This is an optimization exercise on Yosys and OpenROAD, whose aim is small area, a short achievable clock period and few clock cycles per item, not a production implementation. At most, simulation tests tie the RTL to the original design; equivalence was not proved. Only the layout flow was run in runs 3 and 4; the RTL was not checked for function there.

File: design/flow/config.mk
export PLATFORM = sky130hd
export DESIGN_NAME = rgb_to_hue_saturation_top
export DESIGN_NICKNAME = rgb_to_hue_saturation_top
export VERILOG_FILES = /design/flow/design.v
export SDC_FILE = /design/flow/constraint.sdc
export NUM_CORES = 4
export LEC_CHECK = 0
export CAP_MARGIN = 20
export CORE_MARGIN = 2
export CORE_UTILIZATION = 40
export CTS_BUF_LIST = sky130_fd_sc_hd__clkbuf_4 sky130_fd_sc_hd__clkbuf_8
export CTS_CLUSTER_DIAMETER = 80
export CTS_CLUSTER_SIZE = 20
export SETUP_SLACK_MARGIN = 2.8
export SLEW_MARGIN = 20
export TNS_END_PERCENT = 5
File: design/flow/constraint.sdc
create_clock -name core_clock -period 5.5 [get_ports {i_clk}]
set_input_delay 1.1000 -clock core_clock [delete_from_list [all_inputs] [get_ports {i_clk}]]
set_output_delay 1.1000 -clock core_clock [all_outputs]
set_load 0.01 [all_outputs]
File: design/flow/design.v
`timescale 1ns / 1ps
`default_nettype none
module rgb_to_hue_saturation_top (
    input  logic       i_clk,
    input  logic       i_rst_n,
    input  logic       i_valid,
    output logic       o_ready,
    input  logic [7:0] i_red,
    input  logic [7:0] i_green,
    input  logic [7:0] i_blue,
    output logic       o_valid,
    input  logic       i_ready,
    output logic [7:0] o_hue,
    output logic [7:0] o_saturation
);
    logic w_en;
    logic [9:0] r_vld;
    logic [0:0] w_c_rg_0;
    logic [0:0] w_c_rb_0;
    logic [0:0] w_c_gb_0;
    logic [7:0] r1_B;
    logic [7:0] r1_G;
    logic [7:0] r1_R;
    logic [0:0] r1_c_gb;
    logic [0:0] r1_c_rb;
    logic [0:0] r1_c_rg;
    logic [0:0] w_rmx_0;
    logic [0:0] w_gmx_0;
    logic [2:0] w_j_0;
    logic [7:0] w_vmx_0;
    logic [7:0] w_vmn_0;
    logic [7:0] w_vmd_0;
    logic [0:0] w_odd_0;
    logic [7:0] w_ra_0;
    logic [7:0] w_rb_0;
    logic [7:0] w_d_0;
    logic [7:0] w_rp_0;
    logic [0:0] w_nzd_0;
    logic [0:0] w_nzr_0;
    logic [7:0] w_mx_0;
    logic [7:0] r2_d;
    logic [2:0] r2_j;
    logic [7:0] r2_mx;
    logic [0:0] r2_nzd;
    logic [0:0] r2_nzr;
    logic [7:0] r2_rp;
    logic [2:0] w_cs_0;
    logic [2:0] w_ch_0;
    logic [0:0] w_hl1_0;
    logic [0:0] w_hl2_0;
    logic [0:0] w_hl3_0;
    logic [0:0] w_hl4_0;
    logic [0:0] w_hl5_0;
    logic [0:0] w_hl6_0;
    logic [8:0] w_hh9_0;
    logic [8:0] w_sh9_0;
    logic [9:0] w_hdf_0;
    logic [9:0] w_sdf_0;
    logic [0:0] w_hq7_0;
    logic [0:0] w_sq7_0;
    logic [7:0] w_hr7_0;
    logic [7:0] w_sr7_0;
    logic [8:0] w_hh9_1;
    logic [7:0] w_sr_0;
    logic [2:0] w_hm_0;
    logic [7:0] r3_d;
    logic [8:0] r3_hh9;
    logic [0:0] r3_hl1;
    logic [0:0] r3_hl2;
    logic [0:0] r3_hl3;
    logic [0:0] r3_hl4;
    logic [0:0] r3_hl5;
    logic [2:0] r3_hm;
    logic [2:0] r3_j;
    logic [7:0] r3_mx;
    logic [0:0] r3_sq7;
    logic [7:0] r3_sr;
    logic [8:0] w_sh9_1;
    logic [9:0] w_hdf_1;
    logic [9:0] w_sdf_1;
    logic [0:0] w_hq6_0;
    logic [0:0] w_sq6_0;
    logic [7:0] w_hr6_0;
    logic [7:0] w_sr6_0;
    logic [8:0] w_hh9_2;
    logic [7:0] w_sr_1;
    logic [0:0] w_hb6_0;
    logic [1:0] w_ha6_0;
    logic [2:0] w_hm_1;
    logic [7:0] r4_d;
    logic [8:0] r4_hh9;
    logic [0:0] r4_hl1;
    logic [0:0] r4_hl2;
    logic [0:0] r4_hl3;
    logic [0:0] r4_hl4;
    logic [2:0] r4_hm;
    logic [2:0] r4_j;
    logic [7:0] r4_mx;
    logic [0:0] r4_sq6;
    logic [0:0] r4_sq7;
    logic [7:0] r4_sr;
    logic [8:0] w_sh9_2;
    logic [9:0] w_hdf_2;
    logic [9:0] w_sdf_2;
    logic [0:0] w_hq5_0;
    logic [0:0] w_sq5_0;
    logic [7:0] w_hr5_0;
    logic [7:0] w_sr5_0;
    logic [8:0] w_hh9_3;
    logic [7:0] w_sr_2;
    logic [0:0] w_hb5_0;
    logic [1:0] w_ha5_0;
    logic [2:0] w_hm_2;
    logic [7:0] r5_d;
    logic [0:0] r5_hb5;
    logic [8:0] r5_hh9;
    logic [0:0] r5_hl1;
    logic [0:0] r5_hl2;
    logic [0:0] r5_hl3;
    logic [2:0] r5_hm;
    logic [2:0] r5_j;
    logic [7:0] r5_mx;
    logic [0:0] r5_sq5;
    logic [0:0] r5_sq6;
    logic [0:0] r5_sq7;
    logic [7:0] r5_sr;
    logic [8:0] w_sh9_3;
    logic [9:0] w_hdf_3;
    logic [9:0] w_sdf_3;
    logic [0:0] w_hq4_0;
    logic [0:0] w_sq4_0;
    logic [7:0] w_hr4_0;
    logic [7:0] w_sr4_0;
    logic [8:0] w_hh9_4;
    logic [7:0] w_sr_3;
    logic [0:0] w_hb4_0;
    logic [1:0] w_ha4_0;
    logic [2:0] w_hm_3;
    logic [7:0] r6_d;
    logic [0:0] r6_hb4;
    logic [0:0] r6_hb5;
    logic [8:0] r6_hh9;
    logic [0:0] r6_hl1;
    logic [0:0] r6_hl2;
    logic [2:0] r6_hm;
    logic [2:0] r6_j;
    logic [7:0] r6_mx;
    logic [0:0] r6_sq4;
    logic [0:0] r6_sq5;
    logic [0:0] r6_sq6;
    logic [0:0] r6_sq7;
    logic [7:0] r6_sr;
    logic [8:0] w_sh9_4;
    logic [9:0] w_hdf_4;
    logic [9:0] w_sdf_4;
    logic [0:0] w_hq3_0;
    logic [0:0] w_sq3_0;
    logic [7:0] w_hr3_0;
    logic [7:0] w_sr3_0;
    logic [8:0] w_hh9_5;
    logic [7:0] w_sr_4;
    logic [0:0] w_hb3_0;
    logic [1:0] w_ha3_0;
    logic [2:0] w_hm_4;
    logic [7:0] r7_d;
    logic [0:0] r7_hb3;
    logic [0:0] r7_hb4;
    logic [0:0] r7_hb5;
    logic [8:0] r7_hh9;
    logic [0:0] r7_hl1;
    logic [2:0] r7_hm;
    logic [2:0] r7_j;
    logic [7:0] r7_mx;
    logic [0:0] r7_sq3;
    logic [0:0] r7_sq4;
    logic [0:0] r7_sq5;
    logic [0:0] r7_sq6;
    logic [0:0] r7_sq7;
    logic [7:0] r7_sr;
    logic [8:0] w_sh9_5;
    logic [9:0] w_hdf_5;
    logic [9:0] w_sdf_5;
    logic [0:0] w_hq2_0;
    logic [0:0] w_sq2_0;
    logic [7:0] w_hr2_0;
    logic [7:0] w_sr2_0;
    logic [8:0] w_hh9_6;
    logic [7:0] w_sr_5;
    logic [0:0] w_hb2_0;
    logic [1:0] w_ha2_0;
    logic [2:0] w_hm_5;
    logic [7:0] r8_d;
    logic [0:0] r8_hb2;
    logic [0:0] r8_hb3;
    logic [0:0] r8_hb4;
    logic [0:0] r8_hb5;
    logic [8:0] r8_hh9;
    logic [2:0] r8_hm;
    logic [2:0] r8_j;
    logic [7:0] r8_mx;
    logic [0:0] r8_sq2;
    logic [0:0] r8_sq3;
    logic [0:0] r8_sq4;
    logic [0:0] r8_sq5;
    logic [0:0] r8_sq6;
    logic [0:0] r8_sq7;
    logic [7:0] r8_sr;
    logic [8:0] w_sh9_6;
    logic [9:0] w_hdf_6;
    logic [9:0] w_sdf_6;
    logic [0:0] w_hq1_0;
    logic [0:0] w_sq1_0;
    logic [7:0] w_hr1_0;
    logic [7:0] w_sr1_0;
    logic [8:0] w_hh9_7;
    logic [7:0] w_sr_6;
    logic [0:0] w_hb1_0;
    logic [1:0] w_ha1_0;
    logic [2:0] w_hm_6;
    logic [7:0] w_hB_0;
    logic [1:0] w_hmc_0;
    logic [7:0] r9_d;
    logic [7:0] r9_hB;
    logic [8:0] r9_hh9;
    logic [2:0] r9_hm;
    logic [1:0] r9_hmc;
    logic [7:0] r9_mx;
    logic [0:0] r9_sq1;
    logic [0:0] r9_sq2;
    logic [0:0] r9_sq3;
    logic [0:0] r9_sq4;
    logic [0:0] r9_sq5;
    logic [0:0] r9_sq6;
    logic [0:0] r9_sq7;
    logic [7:0] r9_sr;
    logic [8:0] w_sh9_7;
    logic [9:0] w_hdf_7;
    logic [9:0] w_sdf_7;
    logic [0:0] w_hq0_0;
    logic [0:0] w_sq0_0;
    logic [0:0] w_z_0;
    logic [0:0] w_hb0_0;
    logic [2:0] w_hm0_0;
    logic [2:0] w_hm1_0;
    logic [0:0] w_hc0_0;
    logic [7:0] w_hu0_0;
    logic [0:0] w_hc1_0;
    logic [7:0] w_hu1_0;
    logic [7:0] w_hue_0;
    logic [7:0] w_sat_0;
    logic [7:0] r10_hue;
    logic [7:0] r10_sat;
    assign w_en    = !r_vld[9] || i_ready;
    assign o_ready = w_en;
    assign w_c_rg_0 = i_red >= i_green;
    assign w_c_rb_0 = i_red >= i_blue;
    assign w_c_gb_0 = i_green >= i_blue;
    assign w_rmx_0 = r1_c_rg & r1_c_rb;
    assign w_gmx_0 = !r1_c_rg & r1_c_gb;
    assign w_j_0 = w_rmx_0 ? (r1_c_gb ? 3'd0 : 3'd5) : (w_gmx_0 ? (r1_c_rb ? 3'd1 : 3'd2) : (r1_c_rg ? 3'd4 : 3'd3));
    assign w_vmx_0 = w_rmx_0 ? r1_R : (w_gmx_0 ? r1_G : r1_B);
    assign w_vmn_0 = (!r1_c_rg & !r1_c_rb) ? r1_R : ((r1_c_rg & !r1_c_gb) ? r1_G : r1_B);
    assign w_vmd_0 = (r1_c_rg ^ r1_c_rb) ? r1_R : ((r1_c_rg ^ !r1_c_gb) ? r1_G : r1_B);
    assign w_odd_0 = w_rmx_0 ? !r1_c_gb : (w_gmx_0 ? r1_c_rb : !r1_c_rg);
    assign w_ra_0 = w_odd_0 ? w_vmx_0 : w_vmd_0;
    assign w_rb_0 = w_odd_0 ? w_vmd_0 : w_vmn_0;
    assign w_d_0 = w_vmx_0 - w_vmn_0;
    assign w_rp_0 = w_ra_0 - w_rb_0;
    assign w_nzd_0 = w_vmx_0[5:0] != w_vmn_0[5:0];
    assign w_nzr_0 = w_ra_0[5:0] != w_rb_0[5:0];
    assign w_mx_0 = w_vmx_0 | {7'b0, (w_vmx_0 == 8'd0)};
    assign w_cs_0 = 3'(r2_d[7:6]) + 3'(r2_nzd);
    assign w_ch_0 = 3'(r2_rp[7:6]) + 3'(r2_nzr);
    assign w_hl1_0 = r2_rp[0];
    assign w_hl2_0 = r2_rp[1] ^ (|r2_rp[0:0]);
    assign w_hl3_0 = r2_rp[2] ^ (|r2_rp[1:0]);
    assign w_hl4_0 = r2_rp[3] ^ (|r2_rp[2:0]);
    assign w_hl5_0 = r2_rp[4] ^ (|r2_rp[3:0]);
    assign w_hl6_0 = r2_rp[5] ^ (|r2_rp[4:0]);
    assign w_hh9_0 = {r2_rp, 1'b0} - 9'(w_ch_0);
    assign w_sh9_0 = {r2_d, 1'b0} - 9'(w_cs_0);
    assign w_hdf_0 = {1'b0, r2_rp, 1'b0} - {2'b0, r2_d} - 10'(w_ch_0);
    assign w_sdf_0 = {1'b0, r2_d, 1'b0} - {2'b0, r2_mx} - 10'(w_cs_0);
    assign w_hq7_0 = !w_hdf_0[9];
    assign w_sq7_0 = !w_sdf_0[9];
    assign w_hr7_0 = w_hdf_0[9] ? w_hh9_0[7:0] : w_hdf_0[7:0];
    assign w_sr7_0 = w_sdf_0[9] ? w_sh9_0[7:0] : w_sdf_0[7:0];
    assign w_hh9_1 = {w_hr7_0, w_hl6_0};
    assign w_sr_0 = w_sr7_0;
    assign w_hm_0 = {2'b0, w_hq7_0};
    assign w_sh9_1 = {r3_sr, (r3_d[5] ^ (|r3_d[4:0]))};
    assign w_hdf_1 = {1'b0, r3_hh9} - {2'b0, r3_d};
    assign w_sdf_1 = {1'b0, w_sh9_1} - {2'b0, r3_mx};
    assign w_hq6_0 = !w_hdf_1[9];
    assign w_sq6_0 = !w_sdf_1[9];
    assign w_hr6_0 = w_hdf_1[9] ? r3_hh9[7:0] : w_hdf_1[7:0];
    assign w_sr6_0 = w_sdf_1[9] ? w_sh9_1[7:0] : w_sdf_1[7:0];
    assign w_hh9_2 = {w_hr6_0, r3_hl5};
    assign w_sr_1 = w_sr6_0;
    assign w_hb6_0 = r3_hm >= 3'd3;
    assign w_ha6_0 = 2'(w_hb6_0 ? r3_hm - 3'd3 : r3_hm);
    assign w_hm_1 = {w_ha6_0, w_hq6_0};
    assign w_sh9_2 = {r4_sr, (r4_d[4] ^ (|r4_d[3:0]))};
    assign w_hdf_2 = {1'b0, r4_hh9} - {2'b0, r4_d};
    assign w_sdf_2 = {1'b0, w_sh9_2} - {2'b0, r4_mx};
    assign w_hq5_0 = !w_hdf_2[9];
    assign w_sq5_0 = !w_sdf_2[9];
    assign w_hr5_0 = w_hdf_2[9] ? r4_hh9[7:0] : w_hdf_2[7:0];
    assign w_sr5_0 = w_sdf_2[9] ? w_sh9_2[7:0] : w_sdf_2[7:0];
    assign w_hh9_3 = {w_hr5_0, r4_hl4};
    assign w_sr_2 = w_sr5_0;
    assign w_hb5_0 = r4_hm >= 3'd3;
    assign w_ha5_0 = 2'(w_hb5_0 ? r4_hm - 3'd3 : r4_hm);
    assign w_hm_2 = {w_ha5_0, w_hq5_0};
    assign w_sh9_3 = {r5_sr, (r5_d[3] ^ (|r5_d[2:0]))};
    assign w_hdf_3 = {1'b0, r5_hh9} - {2'b0, r5_d};
    assign w_sdf_3 = {1'b0, w_sh9_3} - {2'b0, r5_mx};
    assign w_hq4_0 = !w_hdf_3[9];
    assign w_sq4_0 = !w_sdf_3[9];
    assign w_hr4_0 = w_hdf_3[9] ? r5_hh9[7:0] : w_hdf_3[7:0];
    assign w_sr4_0 = w_sdf_3[9] ? w_sh9_3[7:0] : w_sdf_3[7:0];
    assign w_hh9_4 = {w_hr4_0, r5_hl3};
    assign w_sr_3 = w_sr4_0;
    assign w_hb4_0 = r5_hm >= 3'd3;
    assign w_ha4_0 = 2'(w_hb4_0 ? r5_hm - 3'd3 : r5_hm);
    assign w_hm_3 = {w_ha4_0, w_hq4_0};
    assign w_sh9_4 = {r6_sr, (r6_d[2] ^ (|r6_d[1:0]))};
    assign w_hdf_4 = {1'b0, r6_hh9} - {2'b0, r6_d};
    assign w_sdf_4 = {1'b0, w_sh9_4} - {2'b0, r6_mx};
    assign w_hq3_0 = !w_hdf_4[9];
    assign w_sq3_0 = !w_sdf_4[9];
    assign w_hr3_0 = w_hdf_4[9] ? r6_hh9[7:0] : w_hdf_4[7:0];
    assign w_sr3_0 = w_sdf_4[9] ? w_sh9_4[7:0] : w_sdf_4[7:0];
    assign w_hh9_5 = {w_hr3_0, r6_hl2};
    assign w_sr_4 = w_sr3_0;
    assign w_hb3_0 = r6_hm >= 3'd3;
    assign w_ha3_0 = 2'(w_hb3_0 ? r6_hm - 3'd3 : r6_hm);
    assign w_hm_4 = {w_ha3_0, w_hq3_0};
    assign w_sh9_5 = {r7_sr, (r7_d[1] ^ (|r7_d[0:0]))};
    assign w_hdf_5 = {1'b0, r7_hh9} - {2'b0, r7_d};
    assign w_sdf_5 = {1'b0, w_sh9_5} - {2'b0, r7_mx};
    assign w_hq2_0 = !w_hdf_5[9];
    assign w_sq2_0 = !w_sdf_5[9];
    assign w_hr2_0 = w_hdf_5[9] ? r7_hh9[7:0] : w_hdf_5[7:0];
    assign w_sr2_0 = w_sdf_5[9] ? w_sh9_5[7:0] : w_sdf_5[7:0];
    assign w_hh9_6 = {w_hr2_0, r7_hl1};
    assign w_sr_5 = w_sr2_0;
    assign w_hb2_0 = r7_hm >= 3'd3;
    assign w_ha2_0 = 2'(w_hb2_0 ? r7_hm - 3'd3 : r7_hm);
    assign w_hm_5 = {w_ha2_0, w_hq2_0};
    assign w_sh9_6 = {r8_sr, r8_d[0]};
    assign w_hdf_6 = {1'b0, r8_hh9} - {2'b0, r8_d};
    assign w_sdf_6 = {1'b0, w_sh9_6} - {2'b0, r8_mx};
    assign w_hq1_0 = !w_hdf_6[9];
    assign w_sq1_0 = !w_sdf_6[9];
    assign w_hr1_0 = w_hdf_6[9] ? r8_hh9[7:0] : w_hdf_6[7:0];
    assign w_sr1_0 = w_sdf_6[9] ? w_sh9_6[7:0] : w_sdf_6[7:0];
    assign w_hh9_7 = {w_hr1_0, 1'b0};
    assign w_sr_6 = w_sr1_0;
    assign w_hb1_0 = r8_hm >= 3'd3;
    assign w_ha1_0 = 2'(w_hb1_0 ? r8_hm - 3'd3 : r8_hm);
    assign w_hm_6 = {w_ha1_0, w_hq1_0};
    assign w_hB_0 = (r8_j == 3'd0 ? 8'd0 : r8_j == 3'd1 ? 8'd42 : r8_j == 3'd2 ? 8'd85 : r8_j == 3'd3 ? 8'd127 : r8_j == 3'd4 ? 8'd169 : 8'd212) + {2'b0, r8_hb5, r8_hb4, r8_hb3, r8_hb2, w_hb1_0, 1'b0};
    assign w_hmc_0 = (r8_j == 3'd1 || r8_j == 3'd4) ? 2'd2 : (r8_j == 3'd2 || r8_j == 3'd5) ? 2'd1 : 2'd0;
    assign w_sh9_7 = {r9_sr, 1'b0};
    assign w_hdf_7 = {1'b0, r9_hh9} - {2'b0, r9_d};
    assign w_sdf_7 = {1'b0, w_sh9_7} - {2'b0, r9_mx};
    assign w_hq0_0 = !w_hdf_7[9];
    assign w_sq0_0 = !w_sdf_7[9];
    assign w_z_0 = r9_d == 8'd0;
    assign w_hb0_0 = r9_hm >= 3'd3;
    assign w_hm0_0 = 3'(w_hb0_0 ? {r9_hm, 1'b0} - 4'd6 : {r9_hm, 1'b0});
    assign w_hm1_0 = w_hm0_0 + 3'd1;
    assign w_hc0_0 = r9_hmc == 2'd2 ? (w_hm0_0 >= 3'd1) : r9_hmc == 2'd1 ? (w_hm0_0 >= 3'd5) : (w_hm0_0 >= 3'd3);
    assign w_hu0_0 = r9_hB + 8'(w_hb0_0) + 8'(w_hc0_0);
    assign w_hc1_0 = r9_hmc == 2'd2 ? (w_hm1_0 >= 3'd1) : r9_hmc == 2'd1 ? (w_hm1_0 >= 3'd5) : (w_hm1_0 >= 3'd3);
    assign w_hu1_0 = r9_hB + 8'(w_hb0_0) + 8'(w_hc1_0);
    assign w_hue_0 = w_z_0 ? 8'd0 : (w_hq0_0 ? w_hu1_0 : w_hu0_0);
    assign w_sat_0 = {r9_sq7, r9_sq6, r9_sq5, r9_sq4, r9_sq3, r9_sq2, r9_sq1, w_sq0_0};
    always_ff @(posedge i_clk) begin
        if (!i_rst_n) begin
            r_vld <= '0;
        end else if (w_en) begin
            r_vld <= {r_vld[8:0], i_valid};
        end
    end
    always_ff @(posedge i_clk) begin
        if (w_en) begin
            r1_B <= i_blue;
            r1_G <= i_green;
            r1_R <= i_red;
            r1_c_gb <= w_c_gb_0;
            r1_c_rb <= w_c_rb_0;
            r1_c_rg <= w_c_rg_0;
            r2_d <= w_d_0;
            r2_j <= w_j_0;
            r2_mx <= w_mx_0;
            r2_nzd <= w_nzd_0;
            r2_nzr <= w_nzr_0;
            r2_rp <= w_rp_0;
            r3_d <= r2_d;
            r3_hh9 <= w_hh9_1;
            r3_hl1 <= w_hl1_0;
            r3_hl2 <= w_hl2_0;
            r3_hl3 <= w_hl3_0;
            r3_hl4 <= w_hl4_0;
            r3_hl5 <= w_hl5_0;
            r3_hm <= w_hm_0;
            r3_j <= r2_j;
            r3_mx <= r2_mx;
            r3_sq7 <= w_sq7_0;
            r3_sr <= w_sr_0;
            r4_d <= r3_d;
            r4_hh9 <= w_hh9_2;
            r4_hl1 <= r3_hl1;
            r4_hl2 <= r3_hl2;
            r4_hl3 <= r3_hl3;
            r4_hl4 <= r3_hl4;
            r4_hm <= w_hm_1;
            r4_j <= r3_j;
            r4_mx <= r3_mx;
            r4_sq6 <= w_sq6_0;
            r4_sq7 <= r3_sq7;
            r4_sr <= w_sr_1;
            r5_d <= r4_d;
            r5_hb5 <= w_hb5_0;
            r5_hh9 <= w_hh9_3;
            r5_hl1 <= r4_hl1;
            r5_hl2 <= r4_hl2;
            r5_hl3 <= r4_hl3;
            r5_hm <= w_hm_2;
            r5_j <= r4_j;
            r5_mx <= r4_mx;
            r5_sq5 <= w_sq5_0;
            r5_sq6 <= r4_sq6;
            r5_sq7 <= r4_sq7;
            r5_sr <= w_sr_2;
            r6_d <= r5_d;
            r6_hb4 <= w_hb4_0;
            r6_hb5 <= r5_hb5;
            r6_hh9 <= w_hh9_4;
            r6_hl1 <= r5_hl1;
            r6_hl2 <= r5_hl2;
            r6_hm <= w_hm_3;
            r6_j <= r5_j;
            r6_mx <= r5_mx;
            r6_sq4 <= w_sq4_0;
            r6_sq5 <= r5_sq5;
            r6_sq6 <= r5_sq6;
            r6_sq7 <= r5_sq7;
            r6_sr <= w_sr_3;
            r7_d <= r6_d;
            r7_hb3 <= w_hb3_0;
            r7_hb4 <= r6_hb4;
            r7_hb5 <= r6_hb5;
            r7_hh9 <= w_hh9_5;
            r7_hl1 <= r6_hl1;
            r7_hm <= w_hm_4;
            r7_j <= r6_j;
            r7_mx <= r6_mx;
            r7_sq3 <= w_sq3_0;
            r7_sq4 <= r6_sq4;
            r7_sq5 <= r6_sq5;
            r7_sq6 <= r6_sq6;
            r7_sq7 <= r6_sq7;
            r7_sr <= w_sr_4;
            r8_d <= r7_d;
            r8_hb2 <= w_hb2_0;
            r8_hb3 <= r7_hb3;
            r8_hb4 <= r7_hb4;
            r8_hb5 <= r7_hb5;
            r8_hh9 <= w_hh9_6;
            r8_hm <= w_hm_5;
            r8_j <= r7_j;
            r8_mx <= r7_mx;
            r8_sq2 <= w_sq2_0;
            r8_sq3 <= r7_sq3;
            r8_sq4 <= r7_sq4;
            r8_sq5 <= r7_sq5;
            r8_sq6 <= r7_sq6;
            r8_sq7 <= r7_sq7;
            r8_sr <= w_sr_5;
            r9_d <= r8_d;
            r9_hB <= w_hB_0;
            r9_hh9 <= w_hh9_7;
            r9_hm <= w_hm_6;
            r9_hmc <= w_hmc_0;
            r9_mx <= r8_mx;
            r9_sq1 <= w_sq1_0;
            r9_sq2 <= r8_sq2;
            r9_sq3 <= r8_sq3;
            r9_sq4 <= r8_sq4;
            r9_sq5 <= r8_sq5;
            r9_sq6 <= r8_sq6;
            r9_sq7 <= r8_sq7;
            r9_sr <= w_sr_6;
            r10_hue <= w_hue_0;
            r10_sat <= w_sat_0;
        end
    end
    assign o_valid      = r_vld[9];
    assign o_hue        = r10_hue;
    assign o_saturation = r10_sat;
endmodule
`default_nettype wire
File: design/flow/run.sh
#!/bin/bash
# synth_recipe.tcl (not shown) runs the flow's synth.tcl, then flattens the netlist and writes it again
# the make line also repeats each setting of config.mk as NAME=value (left out here)
make -C /OpenROAD-flow-scripts/flow DESIGN_CONFIG=/design/flow/config.mk WORK_HOME=/design/flow/orfs CLKGATE_MAP_FILE= SYNTH_SCRIPT=/design/flow/synth_recipe.tcl finish
==> flow_summary.json, run 1 <==
{
  "critPathLaunch": "r1_c_rg",
  "portBuffers": 45,
  "hold_path.class": "flip-flop to flip-flop",
  "worstPathCellList": "buf_6 -> ha_4 -> a21oi_2 -> o21ai_1 -> nand2_2 -> mux2_4 -> ha_2 -> fa_2 -> nor2b_1 -> o21ai_1 -> nand2b_1 -> a21o_1 -> a21oi_2 -> xnor2_1",
  "overflow": 0,
  "clockBufferDepth": 3,
  "antenna_found_initial": 1,
  "multiInputGateArea_mm2": 0.00990,
  "initial_core_util": 0.403,
  "clk_pin_slew_worst_paths_ns": 0.11,
  "crit_arrival_ns": 3.35,
  "drv_slew": 0,
  "tritoncts": "yes",
  "critPathBufInv": 1,
  "dieArea_mm2": 0.0587,
  "viasPerCell": 4.97,
  "synth_area_leaders": "edfxtp_1, ha_1, inv_1, mux2i_1, mux2_2",
  "yosysMostFrequentCell": "edfxtp_1",
  "final_antenna_net_count": 0,
  "hpwl_um": 27000,
  "synth_edf_count": 401,
  "core-area_mm2": 0.0563,
  "path_class": "flip-flop to flip-flop",
  "io_pins": 46,
  "timing.rr.start": "r1_c_rg",
  "detail_route.first_pass.iterations": 5,
  "synth_area_mm2": 0.0227,
  "vias": 14000,
  "async_reset_ff_frac": 0,
  "cp-end-kind": "flip-flop",
  "drt_iter0_drc": 692,
  "drv_cap": 0,
  "synth_commonest_cells": "edfxtp_1, inv_1, ha_1",
  "worst_pin_slew_ns": 0.982,
  "synthCells": 1923,
  "cp.required_ns": 5.91,
  "maxSlewHeadroom": 0.345,
  "synth_flop_cell": "edfxtp_1",
  "fin_util": 0.458,
  "drt-wirelength-per-cell_um": 14.0,
  "ys_seq_area_frac": 0.539,
  "place_ws_ns": 1.45,
  "drive_gt1_frac": 0.128,
  "critPathTopFamily": "adder cells",
  "syn_area_per_cell_um2": 11.8,
  "hold_viol_final": 0,
  "num_rows": 87,
  "finalSetupViolations": 0,
  "yosysTopAreaCell": "edfxtp_1",
  "track_usage": 0.132,
  "synth_top_area_share": 0.531,
  "seq_area_mm2": 0.0122,
  "cp_max_fo": 6,
  "worstHoldStart": "r5_sq7",
  "die_width_um": 242,
  "area_growth_pct": 13.6,
  "grt_pass1_wl_um": 65200,
  "fmax_ghz": 0.340,
  "skew_ns": 0.0274,
  "yosys_register_bits": 411,
  "cp_slowest_cell": "edfxtp_1",
  "yosysWarnings": 1,
  "fin_crit_ns": 2.94,
  "first_global_vias": 14200,
  "die_h_um": 242,
  "cts.sinks": 411,
  "status": "complete, no violations",
  "numCtsBuffers": 27,
  "fillers": 5024,
  "rsz0062_at_grt": "true",
  "insertion_delay_ns": 0.66,
  "synthesis.nets": 2179,
  "place_congestion": 0.847,
  "grt_max_degree": 186,
  "finalNetCount": 2300,
  "final.setup.worst_slack_ns": 2.56,
  "timing.final.crit_share": 0.535,
  "critPathLaunchType": "flip-flop",
  "final_area_mm2": 0.0258,
  "drt-total-wl_um": 39400,
  "root_buffer": "clkbuf_8",
  "drcViolationCount": 0,
  "max_stage_delay_ns": 0.49,
  "h-tree-depth": 1,
  "synth_cell_types": 65,
  "finalSetupTns_ns": 0,
  "postPlaceCellArea_mm2": 0.0241
}
[state kept, by name (all words and copies together), names as in the netlist, 9 cells and up]
name / flops
r_vld: 10
r3_hh9: 9
r4_hh9: 9
r5_hh9: 9
r6_hh9: 9
r7_hh9: 9
r8_hh9: 9
[final cells by class]
class / count / share of cell area
timing repair inverter: 3 / 0.00189
clock buffer: 33 / 0.0167
tap: 756 / 0.0367
inverter: 264 / 0.0397
sequential: 411 / 0.475
timing repair buffer: 111 / 0.0386
clock inverter: 11 / 0.00723
multi-input combinational: 1226 / 0.384
antenna: 1 / 0.0000971
[cell families after synthesis]
logic type / Yosys count / share of synthesized area
buffers and inverters: 286 / 0.0476
flip-flops: 411 / 0.539
adder cells (fa/ha/maj): 228 / 0.132
AO/OA/AOI/OAI: 340 / 0.0983
AND/OR/NAND/NOR: 454 / 0.0937
XOR/XNOR: 80 / 0.0309
multiplexers: 124 / 0.0579
[path summary, 6_finish.rpt]
check / endpoint / slack (ns) / cells after the start
min: r6_sq7 / 0.42 / 0
min reg2reg: r6_sq7 / 0.42 / 0
max: r2_rp[6] / 2.56 / 14
max reg2reg: r2_rp[6] / 2.56 / 14
[metal layers]
| layer | GRT usage | vias up | part of all wire |
|---|---|---|---|
| met5 | 0 | - | 0 |
| met3 | 0.0243 | 79 | 0.040 |
| met4 | 0.0550 | 0 | 0.039 |
| met2 | 0.249 | 213 | 0.52 |
| met1 | 0.144 | 6588 | 0.40 |
| li1 | - | 7122 | - |
[stage by stage]
step           cells  hold slack (ns)
5_1_grt         2815            0.418
6_report        2816            0.419
2_1_floorplan   1923            0.400
4_1_cts         2791            0.414
3_5_place_dp    2706            0.405
3_3_place_gp    2706            0.401
[cells in the final DEF, fill, tap and decap left out, drive strengths merged, types with 5 or more instances in the layout]
cell             n
edfxtp         401
inv            269
ha             208
nand2          155
nor2           118
a21oi           88
o21ai           80
mux2i           72
buf             67
nor3            58
xnor2           58
mux2            52
clkdlybuf4s50   43
nor2b           42
a21boi          34
clkbuf          33
a21o            26
xor2            22
a211oi          20
fa              20
nand2b          17
nand3           15
o31ai           14
nand3b          11
a311oi          11
o21a            10
dfxtp           10
o211ai           9
a221oi           9
and3             8
o21bai           7
nor3b            6
a211o            6
or4              6
clkinv           5
[what timing repair did]
item                       4_1_cts  5_1_grt
pin swaps                       28       27
setup endpoints to repair       70      107
setup buffers                   38       24
gates cloned                     3        0
gates resized for setup         69       57
hold buffers                     0        0
Testbench counts, summed over its fixed seeds: cycles 16,080, items 16,000.
==> inputs of run 2 (changes only) <==
==> design/flow/config.mk (replaced) <==
export PLATFORM = sky130hd
export DESIGN_NAME = rgb_to_hue_saturation_top
export DESIGN_NICKNAME = rgb_to_hue_saturation_top
export VERILOG_FILES = /design/flow/design.v
export SDC_FILE = /design/flow/constraint.sdc
export NUM_CORES = 4
export LEC_CHECK = 0
export ABC_CLOCK_PERIOD_IN_PS = 3000
export CAP_MARGIN = 20
export CORE_MARGIN = 2
export CORE_UTILIZATION = 40
export CTS_BUF_LIST = sky130_fd_sc_hd__clkbuf_8 sky130_fd_sc_hd__clkbuf_16
export CTS_CLUSTER_DIAMETER = 80
export CTS_CLUSTER_SIZE = 24
export SETUP_SLACK_MARGIN = 2.5
export SLEW_MARGIN = 20
==> run 2 against run 1 <==
  * Still clean
  * Final area decreased by 0.36%
  * Count of clock-buffer cells in the layout decreased by 7
  * Critical path depth down 9
  * Sequential share of layout area increased by 0.17 points
  * Critical path type is now primary input to primary output
  * Critical endpoint is now o_ready
  * Largest cell class unchanged
  * Highest routed layer unchanged
==> flow_summary.json, run 2 <==
{
  "h-tree-depth": 1,
  "root_buffer": "clkbuf_16",
  "synth_cell_types": 65,
  "dr_wl_met3_um": 1280,
  "clk_pin_slew_worst_paths_ns": 0.08,
  "num_rows": 87,
  "ys_seq_area_frac": 0.539,
  "yosys_register_bits": 411,
  "syn_area_per_cell_um2": 11.8,
  "drt-total-wl_um": 38500,
  "wl_met1_um": 15600,
  "timing.final.crit_share": 0.539,
  "synth_area_leaders": "edfxtp_1, ha_1, inv_1, mux2i_1, mux2_2",
  "critPathLaunchType": "primary input",
  "cp_max_fo": 12,
  "overflow": 0,
  "fin_crit_ns": 2.97,
  "rsz0062_at_grt": "true",
  "diodes": 0,
  "io_pins": 46,
  "layout_commonest_cell": "edfxtp_1",
  "final.setup.worst_slack_ns": 2.53,
  "hold_path.class": "flip-flop to flip-flop",
  "place_ws_ns": 1.36,
  "drv_cap": 0,
  "hpwl_um": 27100,
  "instances_no_fill": 2791,
  "fillers": 5069,
  "finalSetupTns_ns": 0,
  "synth_flop_cell": "edfxtp_1",
  "detail_route.first_pass.iterations": 5,
  "tritoncts": "yes",
  "synth_area_mm2": 0.0227,
  "finalSetupViolations": 0,
  "synthCells": 1923,
  "multiInputGateArea_mm2": 0.00973,
  "first_global_vias": 13800,
  "wl_met2_um": 20000,
  "cp-end-kind": "primary output",
  "core-area_mm2": 0.0563,
  "dieArea_mm2": 0.0587,
  "synth_top_area_share": 0.531,
  "finalNetCount": 2274,
  "layout_common_cells": "edfxtp_1, inv_1, ha_1",
  "largest_reg_flops": 10,
  "path_class": "primary input to primary output",
  "drt_iter0_drc": 594,
  "final_area_mm2": 0.0257,
  "fmax_ghz": 0.337,
  "area_growth_pct": 13.2,
  "seq_area_mm2": 0.0122,
  "track_usage": 0.129,
  "drcViolationCount": 0,
  "postPlaceCellArea_mm2": 0.0241,
  "synth_commonest_cells": "edfxtp_1, inv_1, ha_1",
  "ctsHoldBuffers": 0,
  "die_h_um": 242,
  "crit_arrival_ns": 1.87,
  "highest_layer": "met4",
  "hold_viol_final": 0,
  "die_width_um": 242,
  "numCtsBuffers": 26,
  "yosysMostFrequentCell": "edfxtp_1",
  "drv_slew": 0,
  "drt-wirelength-per-cell_um": 13.8,
  "antenna_found_initial": 0,
  "vias": 13900,
  "maxSlewHeadroom": 0.385,
  "initial_core_util": 0.403,
  "status": "complete, no violations",
  "place_congestion": 0.852,
  "synthesis.nets": 2179,
  "grt_pass1_wl_um": 63900,
  "viasPerCell": 4.98,
  "insertion_delay_ns": 0.60,
  "cts.sinks": 411,
  "final_antenna_net_count": 0,
  "worst_pin_slew_ns": 0.923,
  "drive_gt1_frac": 0.100,
  "synth_edf_count": 401,
  "portBuffers": 45,
  "grt_max_degree": 158,
  "clockBufferDepth": 3,
  "async_reset_ff_frac": 0,
  "yosysWarnings": 1,
  "yosysTopAreaCell": "edfxtp_1",
  "cp.required_ns": 4.40,
  "skew_ns": 0.0351,
  "regMostFlops": "r_vld",
  "dp.cells": 2706
}
run 2: cell counts after synthesis:
No cell type changed its count.
run 2: critical path, stage by stage:
cell	delay [ns]
dlygate4sd2_1	0.25
nor2b_4	0.13
buf_12	0.13
clkinv_16	0.09
buf_6	0.15
run 2: layer usage:
metal,up-vias,global-route usage
li1,7071,-
met5,-,0
met2,198,0.247
met4,0,0.0548
met1,6548,0.143
met3,87,0.0181
run 2: cell type report:
cell class	instances	share of cell area
clock inverter	19	0.00974
timing repair inverter	3	0.00190
multi-input combinational	1227	0.379
sequential	411	0.477
inverter	264	0.0396
tap	756	0.0368
clock buffer	26	0.0253
timing repair buffer	85	0.0311
run 2: path summary, 6_finish.rpt:
check,startpoint,to,slack [ns],cells past startpoint
setup / recovery,i_ready,o_ready,2.53,5
hold / removal,r5_sq6,r6_sq6,0.42,0
setup reg to reg,r2_d[6],r3_sr[1],2.53,10
hold reg to reg,r5_sq6,r6_sq6,0.42,0
run 2: cells by family (layout without fill, tap and decap cells):
group / after synthesis / count (layout) / share of synthesized area
compound gates: 340 / 340 / 0.0983
xor+xnor: 80 / 80 / 0.0309
fa+ha+maj: 228 / 228 / 0.132
buf+inv: 286 / 397 / 0.0476
flops: 411 / 411 / 0.539
mux: 124 / 124 / 0.0579
simple gates: 454 / 455 / 0.0937
run 2: what timing repair did:
action | CTS | global route
resized for setup | 45 | 35
endpoints found under the setup margin | 34 | 34
buffers inserted | 19 | 17
hold endpoints to repair | 0 | 0
pin swaps | 12 | 18
cloned | 4 | 0
run 2: stage by stage:
| step | hold WS (ns) | util |
|---|---|---|
| after floorplan | 0.400 | - |
| after global placement | 0.402 | 0.428 |
| after detailed placement | 0.405 | 0.428 |
| after CTS | 0.420 | 0.451 |
| after global routing | 0.433 | 0.456 |
| final | 0.420 | 0.456 |
==> inputs of run 3 (changes only) <==
--- a/design/flow/design.v
+++ b/design/flow/design.v
@@ -219,11 +219,30 @@
     logic [2:0] w_hm_6;
     logic [7:0] w_hB_0;
     logic [1:0] w_hmc_0;
+    logic [2:0] w_hn0_0;
+    logic [0:0] w_hp0_0;
+    logic [2:0] w_hw0_0;
+    logic [2:0] w_hx00_0;
+    logic [0:0] w_hc00_0;
+    logic [7:0] w_hy00_0;
+    logic [2:0] w_hx01_0;
+    logic [0:0] w_hc01_0;
+    logic [7:0] w_hy01_0;
+    logic [2:0] w_hn1_0;
+    logic [0:0] w_hp1_0;
+    logic [2:0] w_hw1_0;
+    logic [2:0] w_hx10_0;
+    logic [0:0] w_hc10_0;
+    logic [7:0] w_hy10_0;
+    logic [2:0] w_hx11_0;
+    logic [0:0] w_hc11_0;
+    logic [7:0] w_hy11_0;
+    logic [7:0] w_hu0_0;
+    logic [7:0] w_hu1_0;
     logic [7:0] r9_d;
-    logic [7:0] r9_hB;
     logic [8:0] r9_hh9;
-    logic [2:0] r9_hm;
-    logic [1:0] r9_hmc;
+    logic [7:0] r9_hu0;
+    logic [7:0] r9_hu1;
     logic [7:0] r9_mx;
     logic [0:0] r9_sq1;
     logic [0:0] r9_sq2;
@@ -239,13 +258,6 @@
     logic [0:0] w_hq0_0;
     logic [0:0] w_sq0_0;
     logic [0:0] w_z_0;
-    logic [0:0] w_hb0_0;
-    logic [2:0] w_hm0_0;
-    logic [2:0] w_hm1_0;
-    logic [0:0] w_hc0_0;
-    logic [7:0] w_hu0_0;
-    logic [0:0] w_hc1_0;
-    logic [7:0] w_hu1_0;
     logic [7:0] w_hue_0;
     logic [7:0] w_sat_0;
     logic [7:0] r10_hue;
@@ -362,20 +374,33 @@
     assign w_hm_6 = {w_ha1_0, w_hq1_0};
     assign w_hB_0 = (r8_j == 3'd0 ? 8'd0 : r8_j == 3'd1 ? 8'd42 : r8_j == 3'd2 ? 8'd85 : r8_j == 3'd3 ? 8'd127 : r8_j == 3'd4 ? 8'd169 : 8'd212) + {2'b0, r8_hb5, r8_hb4, r8_hb3, r8_hb2, w_hb1_0, 1'b0};
     assign w_hmc_0 = (r8_j == 3'd1 || r8_j == 3'd4) ? 2'd2 : (r8_j == 3'd2 || r8_j == 3'd5) ? 2'd1 : 2'd0;
+    assign w_hn0_0 = {w_ha1_0, 1'b0};
+    assign w_hp0_0 = w_hn0_0 >= 3'd3;
+    assign w_hw0_0 = 3'(w_hp0_0 ? {w_hn0_0, 1'b0} - 4'd6 : {w_hn0_0, 1'b0});
+    assign w_hx00_0 = w_hw0_0 + 3'd0;
+    assign w_hc00_0 = w_hmc_0 == 2'd2 ? (w_hx00_0 >= 3'd1) : w_hmc_0 == 2'd1 ? (w_hx00_0 >= 3'd5) : (w_hx00_0 >= 3'd3);
+    assign w_hy00_0 = w_hB_0 + 8'(w_hp0_0) + 8'(w_hc00_0);
+    assign w_hx01_0 = w_hw0_0 + 3'd1;
+    assign w_hc01_0 = w_hmc_0 == 2'd2 ? (w_hx01_0 >= 3'd1) : w_hmc_0 == 2'd1 ? (w_hx01_0 >= 3'd5) : (w_hx01_0 >= 3'd3);
+    assign w_hy01_0 = w_hB_0 + 8'(w_hp0_0) + 8'(w_hc01_0);
+    assign w_hn1_0 = {w_ha1_0, 1'b1};
+    assign w_hp1_0 = w_hn1_0 >= 3'd3;
+    assign w_hw1_0 = 3'(w_hp1_0 ? {w_hn1_0, 1'b0} - 4'd6 : {w_hn1_0, 1'b0});
+    assign w_hx10_0 = w_hw1_0 + 3'd0;
+    assign w_hc10_0 = w_hmc_0 == 2'd2 ? (w_hx10_0 >= 3'd1) : w_hmc_0 == 2'd1 ? (w_hx10_0 >= 3'd5) : (w_hx10_0 >= 3'd3);
+    assign w_hy10_0 = w_hB_0 + 8'(w_hp1_0) + 8'(w_hc10_0);
+    assign w_hx11_0 = w_hw1_0 + 3'd1;
+    assign w_hc11_0 = w_hmc_0 == 2'd2 ? (w_hx11_0 >= 3'd1) : w_hmc_0 == 2'd1 ? (w_hx11_0 >= 3'd5) : (w_hx11_0 >= 3'd3);
+    assign w_hy11_0 = w_hB_0 + 8'(w_hp1_0) + 8'(w_hc11_0);
+    assign w_hu0_0 = w_hq1_0 ? w_hy10_0 : w_hy00_0;
+    assign w_hu1_0 = w_hq1_0 ? w_hy11_0 : w_hy01_0;
     assign w_sh9_7 = {r9_sr, 1'b0};
     assign w_hdf_7 = {1'b0, r9_hh9} - {2'b0, r9_d};
     assign w_sdf_7 = {1'b0, w_sh9_7} - {2'b0, r9_mx};
     assign w_hq0_0 = !w_hdf_7[9];
     assign w_sq0_0 = !w_sdf_7[9];
     assign w_z_0 = r9_d == 8'd0;
-    assign w_hb0_0 = r9_hm >= 3'd3;
-    assign w_hm0_0 = 3'(w_hb0_0 ? {r9_hm, 1'b0} - 4'd6 : {r9_hm, 1'b0});
-    assign w_hm1_0 = w_hm0_0 + 3'd1;
-    assign w_hc0_0 = r9_hmc == 2'd2 ? (w_hm0_0 >= 3'd1) : r9_hmc == 2'd1 ? (w_hm0_0 >= 3'd5) : (w_hm0_0 >= 3'd3);
-    assign w_hu0_0 = r9_hB + 8'(w_hb0_0) + 8'(w_hc0_0);
-    assign w_hc1_0 = r9_hmc == 2'd2 ? (w_hm1_0 >= 3'd1) : r9_hmc == 2'd1 ? (w_hm1_0 >= 3'd5) : (w_hm1_0 >= 3'd3);
-    assign w_hu1_0 = r9_hB + 8'(w_hb0_0) + 8'(w_hc1_0);
-    assign w_hue_0 = w_z_0 ? 8'd0 : (w_hq0_0 ? w_hu1_0 : w_hu0_0);
+    assign w_hue_0 = w_z_0 ? 8'd0 : (w_hq0_0 ? r9_hu1 : r9_hu0);
     assign w_sat_0 = {r9_sq7, r9_sq6, r9_sq5, r9_sq4, r9_sq3, r9_sq2, r9_sq1, w_sq0_0};
     always_ff @(posedge i_clk) begin
         if (!i_rst_n) begin
@@ -481,10 +506,9 @@
             r8_sq7 <= r7_sq7;
             r8_sr <= w_sr_5;
             r9_d <= r8_d;
-            r9_hB <= w_hB_0;
             r9_hh9 <= w_hh9_7;
-            r9_hm <= w_hm_6;
-            r9_hmc <= w_hmc_0;
+            r9_hu0 <= w_hu0_0;
+            r9_hu1 <= w_hu1_0;
             r9_mx <= r8_mx;
             r9_sq1 <= w_sq1_0;
             r9_sq2 <= r8_sq2;
==> design/flow/config.mk (replaced) <==
export PLATFORM = sky130hd
export DESIGN_NAME = rgb_to_hue_saturation_top
export DESIGN_NICKNAME = rgb_to_hue_saturation_top
export VERILOG_FILES = /design/flow/design.v
export SDC_FILE = /design/flow/constraint.sdc
export NUM_CORES = 4
export LEC_CHECK = 0
export CAP_MARGIN = 20
export CORE_MARGIN = 2
export CORE_UTILIZATION = 40
export CTS_BUF_LIST = sky130_fd_sc_hd__clkbuf_4 sky130_fd_sc_hd__clkbuf_8
export CTS_CLUSTER_DIAMETER = 80
export CTS_CLUSTER_SIZE = 20
export SETUP_SLACK_MARGIN = 2.6
export SLEW_MARGIN = 20
==> run 3 against run 2 <==
  * Still clean
  * Critical path depth up 7
  * Count of clock-buffer cells in the layout up 3
==> flow_summary.json, run 3 <==
{
  "fmax_ghz": 0.316,
  "drv_cap": 0,
  "maxSlewHeadroom": 0.306,
  "cp_slowest_cell": "edfxtp_1",
  "clockBufferDepth": 3,
  "synthCells": 1897,
  "multiInputGateArea_mm2": 0.0103,
  "syn_area_per_cell_um2": 11.9,
  "dieArea_mm2": 0.0583,
  "status": "complete, no violations",
  "synthAdderAreaFrac": 0.137,
  "regMostFlops": "r_vld",
  "final.setup.worst_slack_ns": 2.34,
  "finalNetCount": 2306,
  "fin_util": 0.470,
  "synth_commonest_cells": "edfxtp_1, inv_1, ha_1",
  "synthesis.nets": 2160,
  "drt-total-wl_um": 39400,
  "largest_reg_flops": 10,
  "root_buffer": "clkbuf_8",
  "synth_top_family_by_area": "adder cells",
  "synthMuxAreaShare": 0.0350,
  "drt-wirelength-per-cell_um": 14.0,
  "viasPerCell": 4.93,
  "synth_cell_types": 65,
  "hold_path.class": "flip-flop to flip-flop",
  "cp-end-kind": "flip-flop",
  "drive_gt1_frac": 0.154,
  "finalSetupTns_ns": 0,
  "drv_slew": 0,
  "finalSetupViolations": 0,
  "final_area_mm2": 0.0263,
  "path_class": "flip-flop to flip-flop",
  "cp_max_fo": 6,
  "insertion_delay_ns": 0.64,
  "layout_common_cells": "edfxtp_1, inv_1, ha_1",
  "place_congestion": 0.817,
  "synthXorXnorAreaFrac": 0.0508,
  "place_ws_ns": 1.46,
  "hpwl_um": 26000,
  "diodes": 0,
  "fillers": 4887,
  "synth_flop_cell": "edfxtp_1",
  "reg2regPathDepth": 12,
  "cts.sinks": 414,
  "grt_max_degree": 185,
  "rsz0062_at_grt": "true",
  "worst_hold_slack_ns": 0.423,
  "seq_area_mm2": 0.0123,
  "yosysWarnings": 1,
  "synth_top_area_share": 0.538,
  "h-tree-depth": 1,
  "worstPathCellList": "ha_2 -> ha_4 -> inv_4 -> fa_1 -> ha_4 -> a21oi_4 -> nor2b_1 -> o21a_1 -> o31a_1 -> nor3_2 -> o21bai_4 -> mux2_4",
  "detail_route.first_pass.iterations": 5,
  "critPathLaunchType": "flip-flop",
  "die_width_um": 241,
  "synth_edf_count": 404,
  "crit_top_cell": "ha_4",
  "io_pins": 46,
  "ys_seq_area_frac": 0.547,
  "layout_commonest_cell": "edfxtp_1",
  "grt_pass1_wl_um": 64200,
  "numCtsBuffers": 27,
  "drt_iter0_drc": 653,
  "initial_core_util": 0.402,
  "die_h_um": 241,
  "synthSimpleGateAreaFrac": 0.0843,
  "worst_pin_slew_ns": 1.04,
  "final_antenna_net_count": 0,
  "portBuffers": 45,
  "synth-compound-area-share": 0.102,
  "timing.final.crit_share": 0.575,
  "hold_viol_final": 0,
  "tritoncts": "yes",
  "cp.required_ns": 5.90,
  "vias": 13900,
  "core-area_mm2": 0.0561,
  "yosysTopAreaCell": "edfxtp_1",
  "overflow": 0,
  "synth_area_leaders": "edfxtp_1, ha_1, inv_1, xnor2_1, a21oi_1",
  "antenna_found_initial": 0,
  "worstHoldPathCells": 0,
  "crit_arrival_ns": 3.57,
  "clk_pin_slew_worst_paths_ns": 0.12,
  "async_reset_ff_frac": 0,
  "area_growth_pct": 16.9,
  "yosys_register_bits": 414,
  "max_stage_delay_ns": 0.46,
  "postPlaceCellArea_mm2": 0.0241,
  "drcViolationCount": 0,
  "fin_crit_ns": 3.16,
  "synth_area_mm2": 0.0225,
  "num_rows": 87,
  "dp.cells": 2674,
  "first_global_vias": 14200,
  "instances_no_fill": 2812,
  "yosysMostFrequentCell": "edfxtp_1",
  "skew_ns": 0.0242,
  "track_usage": 0.133
}
run 3: worst paths after layout:
path            from  endpoint  slack [ns]
max reg2reg  r2_d[6]  r3_sr[0]        2.34
min reg2reg   r5_hl2    r6_hl2        0.42
min           r5_hl2    r6_hl2        0.42
max          r2_d[6]  r3_sr[0]        2.34
run 3: kinds of logic after synthesis:
| group | after synthesis |
|---|---|
| DFF | 414 |
| and+or+nand+nor | 412 |
| AOI/OAI and AO/OA | 375 |
| buffers and inverters | 259 |
| adders and majority gates | 235 |
| xor gates and xnor gates | 126 |
| muxes | 76 |
run 3: cell type report:
type                       instances  area share
inverter                         228      0.0338
tap                              756      0.0359
multi-input combinational       1227       0.390
timing repair buffer             142      0.0492
clock buffer                      29      0.0147
clock inverter                    13     0.00641
sequential                       414       0.468
timing repair inverter             3     0.00166
run 3: layer usage:
metal | track usage | up-vias | share of wire
met3 | 0.0169 | 83 | 0.030
met5 | 0 | - | 0
met1 | 0.145 | 6555 | 0.40
met2 | 0.257 | 208 | 0.54
li1 | - | 7031 | -
met4 | 0.0578 | 0 | 0.038
run 3: critical path: cells and delay by family (launching register included):
family	cells	cell delay, ns
and+or+nand+nor	2	0.26
buffers and inverters	1	0.05
muxes	1	0.32
AOI/OAI and AO/OA	4	0.76
DFF	1	0.46
adders and majority gates	4	1.08
run 3: timing repair:
item                                    4_1_cts  5_1_grt
buffers inserted                             58       32
hold buffers                                  0        0
cloned                                        3        3
gates resized for setup                     113       79
endpoints found under the setup margin       89       89
pin swaps                                    43       66
==> inputs of run 4 (changes only) <==
--- a/design/flow/design.v
+++ b/design/flow/design.v
@@ -18,19 +18,38 @@
     logic [0:0] w_c_rg_0;
     logic [0:0] w_c_rb_0;
     logic [0:0] w_c_gb_0;
-    logic [7:0] r1_B;
-    logic [7:0] r1_G;
-    logic [7:0] r1_R;
-    logic [0:0] r1_c_gb;
-    logic [0:0] r1_c_rb;
-    logic [0:0] r1_c_rg;
     logic [0:0] w_rmx_0;
     logic [0:0] w_gmx_0;
+    logic [0:0] w_bmx_0;
+    logic [0:0] w_rmn_0;
+    logic [0:0] w_gmn_0;
+    logic [0:0] w_bmn_0;
+    logic [0:0] w_odd_0;
     logic [2:0] w_j_0;
+    logic [0:0] w_sar_0;
+    logic [0:0] w_sag_0;
+    logic [0:0] w_sab_0;
+    logic [0:0] w_sbr_0;
+    logic [0:0] w_sbg_0;
+    logic [0:0] w_sbb_0;
+    logic [7:0] r1_B;
+    logic [7:0] r1_G;
+    logic [7:0] r1_R;
+    logic [0:0] r1_bmn;
+    logic [0:0] r1_bmx;
+    logic [0:0] r1_gmn;
+    logic [0:0] r1_gmx;
+    logic [2:0] r1_j;
+    logic [0:0] r1_rmn;
+    logic [0:0] r1_rmx;
+    logic [0:0] r1_sab;
+    logic [0:0] r1_sag;
+    logic [0:0] r1_sar;
+    logic [0:0] r1_sbb;
+    logic [0:0] r1_sbg;
+    logic [0:0] r1_sbr;
     logic [7:0] w_vmx_0;
     logic [7:0] w_vmn_0;
-    logic [7:0] w_vmd_0;
-    logic [0:0] w_odd_0;
     logic [7:0] w_ra_0;
     logic [7:0] w_rb_0;
     logic [7:0] w_d_0;
@@ -267,15 +286,24 @@
     assign w_c_rg_0 = i_red >= i_green;
     assign w_c_rb_0 = i_red >= i_blue;
     assign w_c_gb_0 = i_green >= i_blue;
-    assign w_rmx_0 = r1_c_rg & r1_c_rb;
-    assign w_gmx_0 = !r1_c_rg & r1_c_gb;
-    assign w_j_0 = w_rmx_0 ? (r1_c_gb ? 3'd0 : 3'd5) : (w_gmx_0 ? (r1_c_rb ? 3'd1 : 3'd2) : (r1_c_rg ? 3'd4 : 3'd3));
-    assign w_vmx_0 = w_rmx_0 ? r1_R : (w_gmx_0 ? r1_G : r1_B);
-    assign w_vmn_0 = (!r1_c_rg & !r1_c_rb) ? r1_R : ((r1_c_rg & !r1_c_gb) ? r1_G : r1_B);
-    assign w_vmd_0 = (r1_c_rg ^ r1_c_rb) ? r1_R : ((r1_c_rg ^ !r1_c_gb) ? r1_G : r1_B);
-    assign w_odd_0 = w_rmx_0 ? !r1_c_gb : (w_gmx_0 ? r1_c_rb : !r1_c_rg);
-    assign w_ra_0 = w_odd_0 ? w_vmx_0 : w_vmd_0;
-    assign w_rb_0 = w_odd_0 ? w_vmd_0 : w_vmn_0;
+    assign w_rmx_0 = w_c_rg_0 & w_c_rb_0;
+    assign w_gmx_0 = !w_c_rg_0 & w_c_gb_0;
+    assign w_bmx_0 = !w_c_rb_0 & !w_c_gb_0;
+    assign w_rmn_0 = !w_c_rg_0 & !w_c_rb_0;
+    assign w_gmn_0 = w_c_rg_0 & !w_c_gb_0;
+    assign w_bmn_0 = w_c_rb_0 & w_c_gb_0;
+    assign w_odd_0 = w_rmx_0 ? !w_c_gb_0 : (w_gmx_0 ? w_c_rb_0 : !w_c_rg_0);
+    assign w_j_0 = w_rmx_0 ? (w_c_gb_0 ? 3'd0 : 3'd5) : (w_gmx_0 ? (w_c_rb_0 ? 3'd1 : 3'd2) : (w_c_rg_0 ? 3'd4 : 3'd3));
+    assign w_sar_0 = w_odd_0 ? w_rmx_0 : (!w_rmx_0 & !w_rmn_0);
+    assign w_sag_0 = w_odd_0 ? w_gmx_0 : (!w_gmx_0 & !w_gmn_0);
+    assign w_sab_0 = w_odd_0 ? w_bmx_0 : (!w_bmx_0 & !w_bmn_0);
+    assign w_sbr_0 = w_odd_0 ? (!w_rmx_0 & !w_rmn_0) : w_rmn_0;
+    assign w_sbg_0 = w_odd_0 ? (!w_gmx_0 & !w_gmn_0) : w_gmn_0;
+    assign w_sbb_0 = w_odd_0 ? (!w_bmx_0 & !w_bmn_0) : w_bmn_0;
+    assign w_vmx_0 = (r1_rmx ? r1_R : 8'd0) | (r1_gmx ? r1_G : 8'd0) | (r1_bmx ? r1_B : 8'd0);
+    assign w_vmn_0 = (r1_rmn ? r1_R : 8'd0) | (r1_gmn ? r1_G : 8'd0) | (r1_bmn ? r1_B : 8'd0);
+    assign w_ra_0 = (r1_sar ? r1_R : 8'd0) | (r1_sag ? r1_G : 8'd0) | (r1_sab ? r1_B : 8'd0);
+    assign w_rb_0 = (r1_sbr ? r1_R : 8'd0) | (r1_sbg ? r1_G : 8'd0) | (r1_sbb ? r1_B : 8'd0);
     assign w_d_0 = w_vmx_0 - w_vmn_0;
     assign w_rp_0 = w_ra_0 - w_rb_0;
     assign w_nzd_0 = w_vmx_0[5:0] != w_vmn_0[5:0];
@@ -414,11 +442,21 @@
             r1_B <= i_blue;
             r1_G <= i_green;
             r1_R <= i_red;
-            r1_c_gb <= w_c_gb_0;
-            r1_c_rb <= w_c_rb_0;
-            r1_c_rg <= w_c_rg_0;
+            r1_bmn <= w_bmn_0;
+            r1_bmx <= w_bmx_0;
+            r1_gmn <= w_gmn_0;
+            r1_gmx <= w_gmx_0;
+            r1_j <= w_j_0;
+            r1_rmn <= w_rmn_0;
+            r1_rmx <= w_rmx_0;
+            r1_sab <= w_sab_0;
+            r1_sag <= w_sag_0;
+            r1_sar <= w_sar_0;
+            r1_sbb <= w_sbb_0;
+            r1_sbg <= w_sbg_0;
+            r1_sbr <= w_sbr_0;
             r2_d <= w_d_0;
-            r2_j <= w_j_0;
+            r2_j <= r1_j;
             r2_mx <= w_mx_0;
             r2_nzd <= w_nzd_0;
             r2_nzr <= w_nzr_0;
==> run 4 against run 3 <==
  * Non-clock buffer count fell by 23
  * Via count rose by 1.9%
  * Sequential share of layout area rose by 1.4 points
  * Cell count fell by 0.53%
  * Worst setup slack got worse by 0.068 ns
  * Synthesized area rose by 1.1%
==> flow_summary.json, run 4 <==
{
  "critPathLaunchType": "flip-flop",
  "antenna_found_initial": 1,
  "critPathBufInv": 0,
  "overflow": 0,
  "fmax_ghz": 0.310,
  "crit_arrival_ns": 3.62,
  "core-area_mm2": 0.0564,
  "synth_cell_types": 63,
  "root_buffer": "clkbuf_8",
  "hpwl_um": 26900,
  "synth_edf_count": 416,
  "syn_area_per_cell_um2": 12.0,
  "vias": 14100,
  "layout_common_cells": "edfxtp_1, inv_1, ha_1",
  "tritoncts": "yes",
  "worstPathCellList": "nand2b_2 -> ha_1 -> a211oi_1 -> o21bai_1 -> a21oi_1 -> xor2_2 -> or3_4 -> xor2_4 -> xor2_1 -> mux2i_1",
  "num_rows": 87,
  "fin_util": 0.467,
  "h-tree-depth": 1,
  "grt_use_met2": 0.250,
  "maxSlewHeadroom": 0.359,
  "ys_seq_area_frac": 0.557,
  "max_stage_delay_ns": 0.53,
  "drt-wirelength-per-cell_um": 14.3,
  "drcViolationCount": 0,
  "track_usage": 0.133,
  "synthCells": 1904,
  "cp_slowest_cell": "edfxtp_1",
  "finalNetCount": 2291,
  "insertion_delay_ns": 0.64,
  "finalSetupTns_ns": 0,
  "die_width_um": 243,
  "drive_gt1_frac": 0.138,
  "initial_core_util": 0.404,
  "skew_ns": 0.0260,
  "numCtsBuffers": 28,
  "yosysWarnings": 1,
  "layout_commonest_cell": "edfxtp_1",
  "synth_top_area_share": 0.548,
  "synth_flop_cell": "edfxtp_1",
  "met1_usage": 0.154,
  "portBuffers": 45,
  "first_global_vias": 14200,
  "largest_reg_flops": 10,
  "drt_iter0_drc": 748,
  "synthesis.nets": 2169,
  "async_reset_ff_frac": 0,
  "area_growth_pct": 15.5,
  "io_pins": 46,
  "dieArea_mm2": 0.0589,
  "place_ws_ns": 1.34,
  "synth_area_leaders": "edfxtp_1, ha_1, inv_1, xnor2_1, a21oi_1",
  "rsz0062_at_grt": "true",
  "grt_pass1_wl_um": 66200,
  "synth_area_mm2": 0.0228,
  "cp_max_fo": 8,
  "drt-total-wl_um": 40000,
  "cts.sinks": 426,
  "clockBufferDepth": 3,
  "grt_max_degree": 97,
  "worst_pin_slew_ns": 0.961,
  "hold_viol_final": 0,
  "fin_crit_ns": 3.23,
  "viasPerCell": 5.06,
  "cp.required_ns": 5.89,
  "cp-end-kind": "flip-flop",
  "path_class": "flip-flop to flip-flop",
  "clk_pin_slew_worst_paths_ns": 0.12,
  "finalSetupViolations": 0,
  "place_congestion": 0.855,
  "timing.final.crit_share": 0.587,
  "yosysMostFrequentCell": "edfxtp_1",
  "die_h_um": 243,
  "regMostFlops": "r_vld",
  "final.setup.worst_slack_ns": 2.27,
  "critPathTopFamily": "simple AND/OR/NAND/NOR gates",
  "drv_slew": 0,
  "detail_route.first_pass.iterations": 9,
  "ctsHoldBuffers": 0,
  "yosysTopAreaCell": "edfxtp_1",
  "final_antenna_net_count": 0,
  "grt_busiest_layer": "met2",
  "drv_cap": 0,
  "hold_path.class": "flip-flop to flip-flop",
  "synth_commonest_cells": "edfxtp_1, inv_1, ha_1",
  "yosys_register_bits": 426,
  "status": "complete, no violations",
  "grt_util_met3": 0.0169
}
## run 4: cell count changes after synthesis, moves of 4 or more
cell and change:
a22oi_1 +6, mux2i_1 -33, o21bai_1 +4, edfxtp_1 +12
a31oi_1 -4, buf_2 -17, clkbuf_1 +19, nor2_1 -27
inv_1 +9, nand2_1 +13, a222oi_1 +27, mux2_2 -5
nor2b_1 -4, a21oi_1 -4
## run 4: logic make-up (layout without fill, tap and decap cells)
kind of cell	after synthesis	in the layout	synth area share
buf+inv	270	403	0.0445
fa+ha+maj	239	239	0.138
flops	426	426	0.557
mux	41	41	0.0192
compound gates	409	412	0.114
xor+xnor	123	123	0.0476
other cells	0	1	0
simple gates	396	396	0.0802
## run 4: worst paths after layout
path / cells past startpoint / slack (ns) / startpoint / end
hold / removal: 0 / 0.40 / r3_j[0] / r4_j[0]
hold reg to reg: 0 / 0.40 / r3_j[0] / r4_j[0]
setup reg to reg: 10 / 2.27 / r8_j[1] / r9_hu0[7]
setup / recovery: 10 / 2.27 / r8_j[1] / r9_hu0[7]
## run 4: layout make-up
type	count	area, µm²
clock buffers	34	443
diodes	1	2.50
multi-input cells	1211	10100
flip-flops and latches	426	12700
clock inverters	10	95.1
fillers	5080	30100
well taps	756	946
repair buffers	119	1060
inverters	237	936
repair inverters	3	43.8
## run 4: metrics by stage
step	cells	area (µm²)	hold WS [ns]
global route	2797	26300	0.408
floorplan	1904	23100	0.400
detailed placement	2679	24500	0.405
global placement	2679	24400	0.402
finish	2797	26300	0.403
CTS	2767	25800	0.404
## run 4: what timing repair did
item,in CTS,in global routing
cloned,6,1
buffers inserted,38,28
resized for setup,109,83
setup endpoints to repair,160,86
pin swaps,42,53
## run 4: per-layer routing
layer  share of wire  vias up  wire length [µm]
met1            0.42     6698             16700
met2            0.52      264             20800
li1                -     7100                 -
met3           0.034       80              1360
met4           0.029        0              1170
met5               0        -                 0

==> port drivers added, routing unchanged <==
In the flow no input, the clock included, has a driving cell. The finished layouts below were timed again as built, in two steps.
Step 1, drivers: a clkbuf_16 drives i_clk and a buf_2 each remaining input, both assumed.
Step 2, shift: input delay + t, output delay - t, t = (earliest + latest rising clock arrival at the registers) / 2. This alone moves slack from input paths to output paths.
Three values: no drivers, after step 1, after step 2; two values: the first two.
run | t (ns) | setup slack, ns | clock arrival spread, ns
run 1 | 0.686 | 2.556 / 2.556 / 2.389 | 0.043 / 0.043
run 2 | 0.635 | 2.534 / 2.515 / 2.374 | 0.035 / 0.035
run 3 | 0.682 | 2.337 / 2.337 / 2.201 | 0.025 / 0.025
run 4 | 0.691 | 2.269 / 2.269 / 1.941 | 0.027 / 0.027
After both steps every run listed still meets setup and hold. For run 4, which loses most, drivers alone change the setup slack by 0.000 ns; drivers and shift together by -0.328 ns.
